Background: an optimization exercise with open tools, aiming at small area, a short achievable clock period and few clock cycles. Do not read the settings as production practice. The RTL was checked by simulation tests, not by an equivalence proof against the original design. Power is estimated from default activity; no workload was simulated.

**design/flow/run.sh**
```bash
#!/bin/bash
# synth_recipe.tcl (not shown) runs the flow's synth.tcl, then flattens the netlist and writes it again
# the make line also repeats each setting of config.mk as NAME=value (left out here)
make -C /OpenROAD-flow-scripts/flow DESIGN_CONFIG=/design/flow/config.mk WORK_HOME=/design/flow/orfs CLKGATE_MAP_FILE= SYNTH_SCRIPT=/design/flow/synth_recipe.tcl finish
```
**design/flow/config.mk**
```make
export PLATFORM = sky130hd
export DESIGN_NAME = ex_stage
export DESIGN_NICKNAME = ex_stage
export VERILOG_FILES = /design/flow/design.v
export SDC_FILE = /design/flow/constraint.sdc
export NUM_CORES = 4
export LEC_CHECK = 0
export CAP_MARGIN = 20
export CORE_MARGIN = 2
export CORE_UTILIZATION = 40
export SETUP_SLACK_MARGIN = 1.6
export SLEW_MARGIN = 20
```
**design/flow/constraint.sdc**
```tcl
create_clock -name core_clock -period 10.0 [get_ports {clk}]
set_input_delay 2.0000 -clock core_clock [delete_from_list [all_inputs] [get_ports {clk}]]
set_output_delay 2.0000 -clock core_clock [all_outputs]
set_load 0.01 [all_outputs]
```
**design/flow/design.v**
```verilog
module ex_stage (
  input  logic        clk,
  input  logic        rst,
  input  logic [7:0]  aluop_i,
  input  logic [3:0]  alusel_i,
  input  logic [63:0] oprand1_i,
  input  logic [63:0] oprand2_i,
  input  logic [4:0]  reg_write_addr_i,
  input  logic        reg_write_enable_i,
  input  logic        mem_valid_i,
  input  logic        mem_rw_i,
  output logic [63:0] reg_write_data_o,
  output logic [4:0]  reg_write_addr_o,
  output logic        reg_write_enable_o,
  output logic        mem_valid_o,
  output logic        mem_rw_o,
  output logic        stall_req_o
);
  localparam logic [63:0] INT_MIN = 64'h8000_0000_0000_0000;
  typedef enum logic [1:0] {IDLE, BUSY, DONE} state_t;
  state_t state;
  logic [63:0] rem_q;
  logic [63:0] quo_q;
  logic [63:0] dvs_q;
  logic [4:0]  cnt_q;
  logic [63:0] a, b;
  assign a = oprand1_i;
  assign b = oprand2_i;
  logic sel_logic, sel_shift, sel_arith, is_div, busy;
  assign sel_logic = (alusel_i == 4'd1);
  assign sel_shift = (alusel_i == 4'd2);
  assign sel_arith = (alusel_i == 4'd3);
  assign is_div    = (alusel_i == 4'd4) && (aluop_i[7:2] == 6'b001100);
  assign busy      = (state == BUSY);
  function automatic logic [64:0] bk_add(logic [63:0] x, logic [63:0] y, logic cin);
    logic [63:0] g, p, p0;
    p0 = x ^ y;
    g  = x & y;
    p  = p0;
    g[0] = g[0] | (p[0] & cin);
    for (int l = 0; l < 6; l++)
      for (int i = 0; i < 64; i++)
        if (((i + 1) % (2 << l)) == 0) begin
          g[i] = g[i] | (p[i] & g[i - (1 << l)]);
          p[i] = p[i] & p[i - (1 << l)];
        end
    for (int l = 4; l >= 0; l--)
      for (int i = 0; i < 64; i++)
        if (((i + 1) % (2 << l)) == (1 << l) && i >= (2 << l)) begin
          g[i] = g[i] | (p[i] & g[i - (1 << l)]);
          p[i] = p[i] & p[i - (1 << l)];
        end
    bk_add = {g[63], p0 ^ {g[62:0], cin}};
  endfunction
  function automatic logic [64:0] sk_add(logic [63:0] x, logic [63:0] y, logic cin);
    logic [63:0] g, p, p0, gn, pn;
    p0 = x ^ y;
    g  = x & y;
    p  = p0;
    g[0] = g[0] | (p[0] & cin);
    for (int l = 0; l < 6; l++) begin
      gn = g; pn = p;
      for (int i = 0; i < 64; i++)
        if (i & (1 << l)) begin
          gn[i] = g[i] | (p[i] & g[((i >> l) << l) - 1]);
          pn[i] = p[i] & p[((i >> l) << l) - 1];
        end
      g = gn; p = pn;
    end
    sk_add = {g[63], p0 ^ {g[62:0], cin}};
  endfunction
  logic        sh_left, sh_ok;
  logic [63:0] sh_in, sh_out, shift_res;
  assign sh_ok   = (aluop_i == 8'h10) || (aluop_i == 8'h11) || (aluop_i == 8'h12);
  assign sh_left = (aluop_i[1:0] == 2'b00);
  always_comb begin
    for (int i = 0; i < 64; i++) sh_in[i] = sh_left ? a[63-i] : a[i];
  end
  assign sh_out = 64'($signed({aluop_i[1] & a[63], sh_in}) >>> b[5:0]);
  always_comb begin
    for (int i = 0; i < 64; i++) shift_res[i] = sh_left ? sh_out[63-i] : sh_out[i];
  end
  logic        ar_sub;
  logic [63:0] add_a, add_b;
  logic [64:0] ar_sum;
  logic        ltu, lts;
  assign ar_sub = aluop_i[0] | aluop_i[1];    
  assign add_a  = a;
  assign add_b  = b;
  assign ar_sum = sk_add(add_a, add_b ^ {64{ar_sub}}, ar_sub);
  assign ltu    = ~ar_sum[64];
  assign lts    = (a[63] ^ b[63]) ? a[63] : ar_sum[63];
  logic        op_signed, op_rem, a_neg, b_neg;
  logic [63:0] a_mag, b_mag;
  logic        div_zero, div_ovf, div_fast;
  logic [6:0]  lz_a, lz_b, lz_d;
  assign op_signed = aluop_i[1];
  assign op_rem    = aluop_i[0];
  assign a_neg     = op_signed & a[63];
  assign b_neg     = op_signed & b[63];
  assign a_mag     = a_neg ? (~a + 64'd1) : a;
  assign b_mag     = b_neg ? (~b + 64'd1) : b;
  function automatic logic [6:0] clz64(logic [63:0] v);
    logic [63:0] z;
    logic [5:0]  c [64];
    for (int i = 0; i < 64; i++) begin
      z[i] = ~v[i];
      c[i] = '0;
    end
    for (int l = 1; l <= 6; l++)
      for (int g = 0; g < (64 >> l); g++) begin
        logic       zh, zl;
        logic [5:0] ch, cl;
        zh = z[2*g+1]; zl = z[2*g];
        ch = c[2*g+1]; cl = c[2*g];
        z[g] = zh & zl;
        c[g] = zh ? (cl | 6'(1 << (l - 1))) : ch;
      end
    clz64 = {z[0], c[0] & {6{~z[0]}}};
  endfunction
  function automatic logic pow2_neg(logic [63:0] x);
    pow2_neg = 1'b1;
    for (int i = 0; i < 63; i++) pow2_neg = pow2_neg & (x[i+1] | ~x[i]);
  endfunction
  logic [6:0] lz1_a, lz1_b;
  assign lz1_a = clz64(a ^ {64{a_neg}});
  assign lz1_b = clz64(b ^ {64{b_neg}});
  assign lz_a  = lz1_a - {6'd0, a_neg & pow2_neg(a)};
  assign lz_b  = lz1_b - {6'd0, b_neg & pow2_neg(b)};
  assign lz_d  = (lz_a > lz_b) ? 7'd0 : lz_b - lz_a;
  assign div_zero = (b == '0);
  assign div_ovf  = op_signed && (a == INT_MIN) && (b == '1);
  assign div_fast = div_zero | div_ovf | ({1'b0, lz1_a} > {1'b0, lz1_b} + 8'd1);
  logic [63:0] fast_res;
  always_comb begin
    if (div_zero)     fast_res = op_rem ? a : '1;
    else if (div_ovf) fast_res = op_rem ? '0 : a;
    else              fast_res = op_rem ? a : '0;
  end
  logic [63:0] d_init;
  assign d_init = b_mag << {lz_d[5:1], 1'b0};
  logic        q0, q1;
  logic [63:0] r1, r2;
  logic [64:0] s0, s1;
  assign s0 = bk_add(rem_q, ~{dvs_q[62:0], 1'b0}, 1'b1);
  assign q0 = s0[64] & ~dvs_q[63];
  assign r1 = q0 ? s0[63:0] : rem_q;
  assign s1 = bk_add(r1, ~dvs_q, 1'b1);
  assign q1 = s1[64];
  assign r2 = q1 ? s1[63:0] : r1;
  always_ff @(posedge clk) begin
    if (rst) begin
      state <= IDLE;
    end else begin
      case (state)
        IDLE:    if (is_div && !div_fast) state <= BUSY;
        BUSY:    if (cnt_q == '0) state <= DONE;
        default: state <= IDLE;
      endcase
    end
  end
  always_ff @(posedge clk) begin
    if (busy) begin
      rem_q <= r2;
      quo_q <= {quo_q[61:0], q0, q1};
      dvs_q <= dvs_q >> 2;
      cnt_q <= cnt_q - 1'b1;
    end else begin
      rem_q <= a_mag;
      quo_q <= '0;
      dvs_q <= d_init;
      cnt_q <= lz_d[5:1];
    end
  end
  logic [63:0] div_sel, div_res;
  logic        res_neg;
  assign div_sel = op_rem ? rem_q : quo_q;
  assign res_neg = op_rem ? a_neg : (a_neg ^ b_neg);
  assign div_res = res_neg ? (~div_sel + 64'd1) : div_sel;
  logic idle, done, en_and, en_or, en_xor, en_shift, en_add, en_slt, en_sltu;
  logic en_fast, en_alu, en_pass;
  assign idle     = !rst && (state == IDLE);
  assign done     = !rst && (state == DONE);
  assign en_and   = idle && sel_logic && (aluop_i == 8'h01);
  assign en_or    = idle && sel_logic && (aluop_i == 8'h02);
  assign en_xor   = idle && sel_logic && (aluop_i == 8'h03);
  assign en_shift = idle && sel_shift && sh_ok;
  assign en_add   = idle && sel_arith && (aluop_i[7:1] == 7'b0010000);
  assign en_slt   = idle && sel_arith && (aluop_i == 8'h22);
  assign en_sltu  = idle && sel_arith && (aluop_i == 8'h23);
  assign en_fast  = idle && is_div && div_fast;
  assign en_alu   = idle && !is_div;
  logic [3:0]  lut;
  logic [63:0] lut_res;
  assign lut = {en_and | en_or, en_or | en_xor, en_or | en_xor, 1'b0};
  always_comb begin
    for (int i = 0; i < 64; i++) lut_res[i] = lut[{a[i], b[i]}];
  end
  always_comb begin
    reg_write_data_o = lut_res
                     | ({64{en_shift}} & shift_res)
                     | ({64{en_add}}   & ar_sum[63:0])
                     | {63'd0, (en_slt & lts) | (en_sltu & ltu)}
                     | ({64{en_fast}}  & fast_res)
                     | ({64{done}}     & div_res);
    reg_write_addr_o   = rst ? 5'd0 : reg_write_addr_i;
    reg_write_enable_o = (en_alu | en_fast | done) & reg_write_enable_i;
    mem_valid_o        = en_alu & mem_valid_i;
    mem_rw_o           = en_alu & mem_rw_i;
    stall_req_o        = !rst && ((state == BUSY) || (state == IDLE && is_div && !div_fast));
  end
endmodule
```
==> results of run 1 <==
==> stage by stage <==
stage	utilization, %	hold slack [ps]	instances
final	49.71	461.0	7047
after global placement	46.67	433.7	6911
after global routing	49.68	478.6	7035
after detailed placement	46.69	443.6	6912
after CTS	48.56	460.1	6988
after floorplan	-	425.7	5362
==> cell usage after synthesis (44+ instances only) <==
master / n / share of area [%]
a22oi_1: 59 / 1.1
xnor2_1: 241 / 5.4
nor3_1: 153 / 2.0
mux2i_1: 264 / 6.8
nand3_1: 133 / 1.7
mux2_2: 96 / 2.8
nand2_1: 521 / 5.0
o211ai_1: 79 / 1.5
inv_1: 230 / 2.2
a21o_1: 100 / 1.9
and2_1: 94 / 1.5
fa_1: 70 / 3.6
o21ai_0: 444 / 5.7
a21oi_1: 400 / 5.2
a211oi_1: 52 / 1.0
o31ai_1: 44 / 0.85
xor2_1: 112 / 2.5
buf_2: 49 / 0.63
buf_1: 61 / 0.59
a31oi_1: 74 / 1.2
and3_1: 48 / 0.77
mux4_2: 83 / 4.8
clkbuf_1: 341 / 3.3
ha_1: 218 / 7.0
o22ai_1: 80 / 1.3
nand4_1: 80 / 1.3
nor2_1: 361 / 3.5
dfxtp_1: 198 / 10
==> logic make-up (layout without fill, tap and decap cells) <==
group,after synthesis,count (layout)
AO/OA/AOI/OAI,1706,1706
AND/OR/NAND/NOR,1680,1680
buffers and inverters,692,1089
multiplexers,444,444
XOR/XNOR,353,353
adder cells (fa/ha/maj),288,288
flip-flops,199,199
other,0,12
==> how the worst max path moves through the flow <==
| stage | startpoint | endpoint | slack [ps] | cells past startpoint |
|---|---|---|---|---|
| finish | oprand1_i[20] | reg_write_data_o[32] | 1110 | 24 |
| CTS | oprand2_i[63] | reg_write_data_o[57] | 1250 | 26 |
| detailed placement | oprand2_i[58] | reg_write_data_o[26] | 60 | 27 |
| floorplan | oprand2_i[2] | reg_write_data_o[0] | 1610 | 17 |
| global placement | aluop_i[1] | reg_write_data_o[51] | -80 | 25 |
| global route | oprand2_i[3] | reg_write_data_o[32] | 1120 | 25 |
==> power by group through the flow <==
stage	sequential, W	clock, W	combinational, W
final	0.00113	0.000938	0.00636
after global routing	0.00113	0.000966	0.00675
after CTS	0.00111	0.000935	0.00605
after detailed placement	0.00113	0	0.00597
after global placement	0.00113	0	0.00587
after floorplan	0.00104	0	0.00400
==> cell type report <==
class / count / area (um^2) / share of cell area [%]
well taps: 1276 / 1597 / 3.331
repair buffers: 820 / 7186 / 14.99
multi-input cells: 4471 / 33430 / 69.75
clock inverters: 6 / 157.7 / 0.3289
inverters: 236 / 900.9 / 1.879
diodes: 12 / 30.03 / 0.06265
flip-flops and latches: 199 / 3994 / 8.332
clock buffers: 27 / 633.1 / 1.321
==> cell usage in the layout, fill, tap and decap left out, types with 109 or more instances in the layout <==
cell,instances
a21oi_1,377
buf_4,515
dfxtp_1,198
ha_1,213
inv_1,220
mux2i_1,261
nand2_1,508
nand3_1,121
nor2_1,345
nor3_1,147
o21ai_0,380
xnor2_1,240
xor2_1,109
==> routing by layer <==
layer	vias to the layer above	GRT usage, %	share of wire [%]	routed length [um]
met1	23650	59.68	36	93990
li1	20650	-	-	-
met5	-	0	0.052	134
met2	3808	73.11	40	104700
met3	1182	16.58	13	32910
met4	13	40.17	11	27750
==> flip-flops by register name (all words and copies together), names as in the netlist <==
signal and flops:
dvs_q 64, rem_q 64, cnt_q 5, state 2
quo_q 64
==> what timing repair did <==
| item | 4_1_cts | 5_1_grt |
|---|---|---|
| endpoints found under the setup margin | 120 | 127 |
| gates resized for setup | 525 | 306 |
| buffers inserted | 39 | 42 |
| endpoints found under the hold margin | 0 | 0 |
| pin swaps | 52 | 86 |
| cloned | 4 | 5 |
==> impl_metrics.py, run 1 <==
metrics = {
    "outcome": {
        "status": "complete, no violations",
    },
    "clocking": {
        "cts_tree": "done",
        "cts_hold_buf": 0,
        "cts_buffers": 25,
        "clk_latency_ps": 520,
        "numClockSinks": 199,
        "clockBufferDepth": 3,
        "clk_pin_slew_ps": 60,
        "h-tree-depth": 4,
        "cts_root_buf": "clkbuf_16",
    },
    "power_and_ir_drop": {
        "p_sw_w": 0.004452,
        "power_density_mw_per_mm2": 175.9,
        "p_int_w": 0.003980,
        "vdd_drop_max_mv": 0.1490,
        "power_w": 0.008432,
        "power_frac_seq_pct": 13.4,
        "combPwrFrac_pct": 75.5,
        "clock_power_share_pct": 11.1,
        "p_sw_share_pct": 52.80,
        "p_leak_nw": 20.01,
    },
    "yosys": {
        "ys_warn_count": 3,
        "syn_inst": 5362,
        "synth_simple_gate_area_share_pct": 21.15,
        "synth_cell_types": 96,
        "synth_ff_type": "dfxtp_1",
        "ys_ff_latch": 199,
        "synth_edf_count": 1,
        "synth_adder_area_share_pct": 10.65,
        "muxShareOfSynthArea_pct": 14.45,
        "synth_top_family_by_area": "compound AO/OA/AOI/OAI gates",
        "synth_nets": 5800,
        "async_flop_share_pct": 0,
        "synth-compound-area-share_pct": 28.57,
        "syn_area_per_cell_um2": 7.233,
        "ys_seq_area_share_pct": 10.30,
        "synth_area_mm2": 0.03879,
        "yosys.area_share.xor_xnor_pct": 7.971,
    },
    "timing": {
        "skew_ps": 23.14,
        "worstMarginPinSlew_ps": 1279,
        "drv_slew": 0,
        "setup_viol": 0,
        "fin_crit_sh_pct": 88.86,
        "max_freq_mhz": 112.5,
        "setup_slack_ps": 1114,
        "finalHoldViolCount": 0,
        "rsz0062_at_grt": "true",
        "timing.setup.tns_ps": 0,
        "period_minus_slack_ps": 8886,
        "slew_headroom_pct": 14.44,
    },
    "die": {
        "die_h_um": 315.4,
        "core_region_area_mm2": 0.09642,
        "io_pins": 223,
        "start_util_pct": 40.23,
        "rows": 114,
        "die_w_um": 315.4,
        "design.die.area_mm2": 0.09947,
    },
    "routing": {
        "wire_per_inst_um": 36.82,
        "dr.pass1.iters": 7,
        "avgViaCountPerCell": 6.996,
        "finalWirelength_um": 259500,
        "drc": 0,
        "first_iter_violations": 6983,
        "num_vias": 49300,
        "antenna_left": 0,
    },
    "placement": {
        "io_buffers": 222,
        "post-place-ws_ps": 62.09,
        "hpwl_um": 204000,
        "gp_congestion": 1.109,
        "placed_area_mm2": 0.04502,
    },
    "critical_path": {
        "path_class": "in2out",
        "r2r_end": "rem_q[62]$_DFF_P_",
        "crit_required_ps": 8000,
        "crit_top_cell": "buf_4",
        "cp-start-kind": "input port",
        "rr_worst_depth": 24,
        "critPathArrivalTime_ps": 6890,
        "path_buf_inv": 10,
        "path_cells": "clkdlybuf4s50_1 -> nand3_1 -> o32ai_4 -> nand2_2 -> buf_4 -> nor4_4 -> buf_4 -> a211oi_2 -> o221ai_4 -> buf_6 -> inv_1 -> ha_4 -> o211ai_1 -> a21oi_2 -> o311ai_2 -> buf_4 -> mux2_4 -> a21oi_4 -> buf_12 -> buf_12 -> buf_16 -> o21ai_2 -> o211ai_1 -> buf_2",
        "critPathTopFamily": "buffers and inverters",
        "r2r_start": "dvs_q[1]$_DFF_P_",
        "cpPeakStageDelay_ps": 710,
        "end_kind": "output port",
        "crit_fanout": 8,
        "critPathSlowestCell": "clkdlybuf4s50_1",
        "timing.reg2reg.setup_slack_ps": 1710,
    },
    "job": {
        "drv_cap": 0,
    },
    "final_layout": {
        "fin_area_mm2": 0.04793,
        "area_growth_syn_to_layout_pct": 23.58,
        "nets": 6191,
        "nFillCells": 9722,
        "drive_above_1_share_pct": 21.05,
    },
    "global_route": {
        "grt_usage_pct": 49.95,
        "grt_pass1_vias": 45670,
        "grt_overflow": 0,
        "grt_max_degree": 96,
        "grt_antenna_before_repair": 22,
        "grt_pass1_wl_um": 351500,
    },
    "min_path": {
        "min_path_type": "reg2reg",
        "min_to": "quo_q[48]$_SDFF_PN0_",
        "hold_start": "quo_q[46]$_SDFF_PN0_",
        "hold-path-cell-count": 1,
    },
}
Testbench counts, summed over its fixed seeds: cycles 54,191.
==> inputs of run 2 (changes only) <==
--- a/design/flow/config.mk
+++ b/design/flow/config.mk
@@ -9,4 +9,4 @@
 export CORE_MARGIN = 2
 export CORE_UTILIZATION = 40
-export SETUP_SLACK_MARGIN = 1.6
+export SETUP_SLACK_MARGIN = 1.4
 export SLEW_MARGIN = 20
==> run 2 against run 1 <==
Clock power down 19%; total power down 3.1%; critical path depth up 2; cell count down 0.79%; utilization down 0.61 points; global-route usage down 0.15 points; flip-flop and latch count unchanged; highest routed layer unchanged.
==> impl_metrics.py, run 2 <==
metrics = {
    "die": {
        "die_h_um": 315.4,
        "design.die.area_mm2": 0.09947,
        "die_w_um": 315.4,
        "io_pins": 223,
        "start_util_pct": 40.23,
        "core_region_area_mm2": 0.09642,
        "rows": 114,
    },
    "timing": {
        "worstMarginPinSlew_ps": 1359,
        "setup_viol": 0,
        "fin_crit_sh_pct": 88.59,
        "finalHoldViolCount": 0,
        "rsz0062_at_grt": "true",
        "period_minus_slack_ps": 8859,
        "timing.setup.tns_ps": 0,
        "slew_headroom_pct": 8.760,
        "drv_slew": 0,
        "skew_ps": 19.28,
        "max_freq_mhz": 112.9,
    },
    "global_route": {
        "busiest_layer": "met2",
        "grt_pass1_wl_um": 350100,
        "grt_antenna_before_repair": 29,
        "grt_usage_pct": 49.80,
        "use_met2_pct": 70.92,
        "grt_pass1_vias": 44790,
        "grt_overflow": 0,
        "met3_usage_pct": 18.71,
        "grt_use_met1_pct": 60.55,
        "grt_max_degree": 85,
    },
    "yosys": {
        "synth_top_family_by_area": "compound AO/OA/AOI/OAI gates",
        "synth_nets": 5800,
        "yosys.area_share.xor_xnor_pct": 7.971,
        "yosysMostFrequentCell": "nand2_1",
        "yosysTopAreaCell": "dfxtp_1",
        "ys_seq_area_share_pct": 10.30,
        "synth_adder_area_share_pct": 10.65,
        "syn_inst": 5362,
        "ys_warn_count": 3,
        "synth_edf_count": 1,
        "synth_area_mm2": 0.03879,
        "synth-compound-area-share_pct": 28.57,
        "ys_ff_latch": 199,
        "synth_cell_types": 96,
        "synth_ff_type": "dfxtp_1",
        "synth_simple_gate_area_share_pct": 21.15,
        "synth_common_cells": "nand2_1, o21ai_0, a21oi_1",
        "muxShareOfSynthArea_pct": 14.45,
        "synth_top_area_share_pct": 10.22,
        "syn_area_per_cell_um2": 7.233,
        "synth_area_leaders": "dfxtp_1, ha_1, mux2i_1",
        "async_flop_share_pct": 0,
    },
    "power_and_ir_drop": {
        "p_leak_nw": 19.51,
        "power_density_mw_per_mm2": 172.6,
        "vdd_drop_max_mv": 0.1280,
    },
    "critical_path": {
        "rr_worst_depth": 26,
        "crit_required_ps": 8000,
        "cp-startpoint": "oprand1_i[55]",
        "crit_fanout": 6,
        "end_kind": "output port",
        "cpPeakStageDelay_ps": 600,
        "timing.reg2reg.setup_slack_ps": 1710,
        "path_class": "in2out",
        "path_buf_inv": 9,
        "critPathSlowestCell": "clkdlybuf4s15_1",
        "r2r_end": "rem_q[31]$_DFF_P_",
        "r2r_start": "rem_q[13]$_DFF_P_",
        "cp-start-kind": "input port",
        "critPathTopFamily": "compound AO/OA/AOI/OAI gates",
        "critPathArrivalTime_ps": 6860,
    },
    "final_layout": {
        "multi_input_area_mm2": 0.03344,
        "fin_area_mm2": 0.04734,
        "final_common_cell": "nand2_1",
        "area_growth_syn_to_layout_pct": 22.06,
        "nFillCells": 9888,
        "largestRegisters": "dvs_q x64, quo_q x64, rem_q x64",
        "most-common-layout-cells": "nand2_1, buf_4, o21ai_0, a21oi_1, nor2_1",
        "drive_above_1_share_pct": 19.83,
        "seqCellArea_mm2": 0.003994,
        "nets": 6124,
    },
    "placement": {
        "placed_area_mm2": 0.04433,
        "io_buffers": 222,
        "gp_congestion": 1.148,
        "hpwl_um": 200800,
    },
    "routing": {
        "finalWirelength_um": 258300,
        "dr.pass1.iters": 9,
        "avgViaCountPerCell": 7.025,
        "antenna_left": 0,
        "first_iter_violations": 7721,
        "drc": 0,
        "wire_per_inst_um": 36.95,
        "num_vias": 49110,
    },
    "job": {
        "drv_cap": 0,
    },
    "min_path": {
        "min_path_type": "reg2reg",
        "hold_start": "quo_q[46]$_SDFF_PN0_",
        "min_to": "quo_q[48]$_SDFF_PN0_",
        "hold-path-cell-count": 1,
    },
    "clocking": {
        "cts_tree": "done",
        "clockBufferDepth": 2,
        "clk_latency_ps": 480,
        "cts_root_buf": "clkbuf_16",
        "h-tree-depth": 4,
        "cts_hold_buf": 0,
        "numClockSinks": 199,
        "clk_pin_slew_ps": 80,
        "cts_buffers": 17,
    },
    "outcome": {
        "status": "complete, no violations",
    },
}
-- run 2: how the worst max path moves through the flow --
stage                      endpoint  cells past startpoint
5_1_grt        reg_write_data_o[42]                     30
3_5_place_dp   reg_write_data_o[39]                     23
3_3_place_gp   reg_write_data_o[39]                     24
2_1_floorplan  reg_write_data_o[52]                     18
4_1_cts        reg_write_data_o[39]                     29
6_report       reg_write_data_o[42]                     26
-- run 2: cell type report --
| cell class | count | share of cell area (%) |
|---|---|---|
| Sequential cell | 199 | 8.436 |
| Tap cell | 1276 | 3.372 |
| Antenna cell | 16 | 0.08458 |
| Clock buffer | 18 | 0.9277 |
| Inverter | 236 | 1.919 |
| Timing Repair Buffer | 761 | 14.28 |
| Multi-Input combinational cell | 4471 | 70.64 |
| Clock inverter | 14 | 0.3383 |
-- run 2: power breakdown --
group	switching [W]	total [W]	internal, W	leakage, nW
logic	0.00387	0.00629	0.00241	17.6
clock network	0.000391	0.000756	0.000364	0.295
registers	0.000176	0.00113	0.000951	1.65
-- run 2: what timing repair did --
action,4_1_cts,5_1_grt
buffers inserted,61,44
gates resized for setup,492,312
gates cloned,3,4
endpoints found under the setup margin,111,86
pin swaps,73,91
-- run 2: layer usage --
metal / vias up / wire (um)
met5: - / 263
met4: 18 / 24610
met3: 1141 / 35650
met2: 3926 / 103500
met1: 23490 / 94330
li1: 20530 / -
-- run 2: kinds of logic (layout without fill, tap and decap cells) --
logic type | after synthesis | count (layout)
AO/OA/AOI/OAI | 1706 | 1706
AND/OR/NAND/NOR | 1680 | 1680
buffers and inverters | 692 | 1029
multiplexers | 444 | 444
XOR/XNOR | 353 | 353
adder cells (fa/ha/maj) | 288 | 288
flip-flops | 199 | 199
other | 0 | 16
-- run 2: stage by stage --
step                      power, W  hold slack, ps  setup slack (ps)  util, %  instances
after floorplan           0.005041           425.7              1426        -       5362
after global placement    0.006961           433.1             58.18    45.97       6830
after detailed placement  0.007037           438.8             84.89    45.97       6830
after CTS                 0.007867           460.0              1309    47.97       6926
after global routing      0.008626           478.3              1117    49.06       6976
final                     0.008169           454.5              1141    49.10       6991

==> re-timing with driven ports <==
How much do the figures lean on ideal ports? The routed layouts below were timed once more, with nothing changed but the port constraints.
Step 1 assumes that a clkbuf_16 drives the clock port and a buf_2 every other input.
Step 2 also shifts input and output timing later by t, the mid clock arrival at the registers, as if the neighbouring blocks saw the same clock.
Slacks: no drivers / after step 1 / after step 2; pairs: no drivers / after step 1.
| run | shift t [ns] | slack for setup (ns) | worst setup path at the end | clock arrival spread, ns | worst data-port slew with drivers (ns) |
|---|---|---|---|---|---|
| run 1 | 0.572 | 1.114 / 1.092 / 1.092 | input to output | 0.023 / 0.023 | 0.07 |
| run 2 | 0.532 | 1.141 / 1.105 / 0.844 | input to register | 0.019 / 0.019 | 0.09 |
After both steps every run listed still meets setup and hold. The setup slack of run 2, which loses most, moves by -0.036 ns with the drivers and by -0.297 ns with both steps.
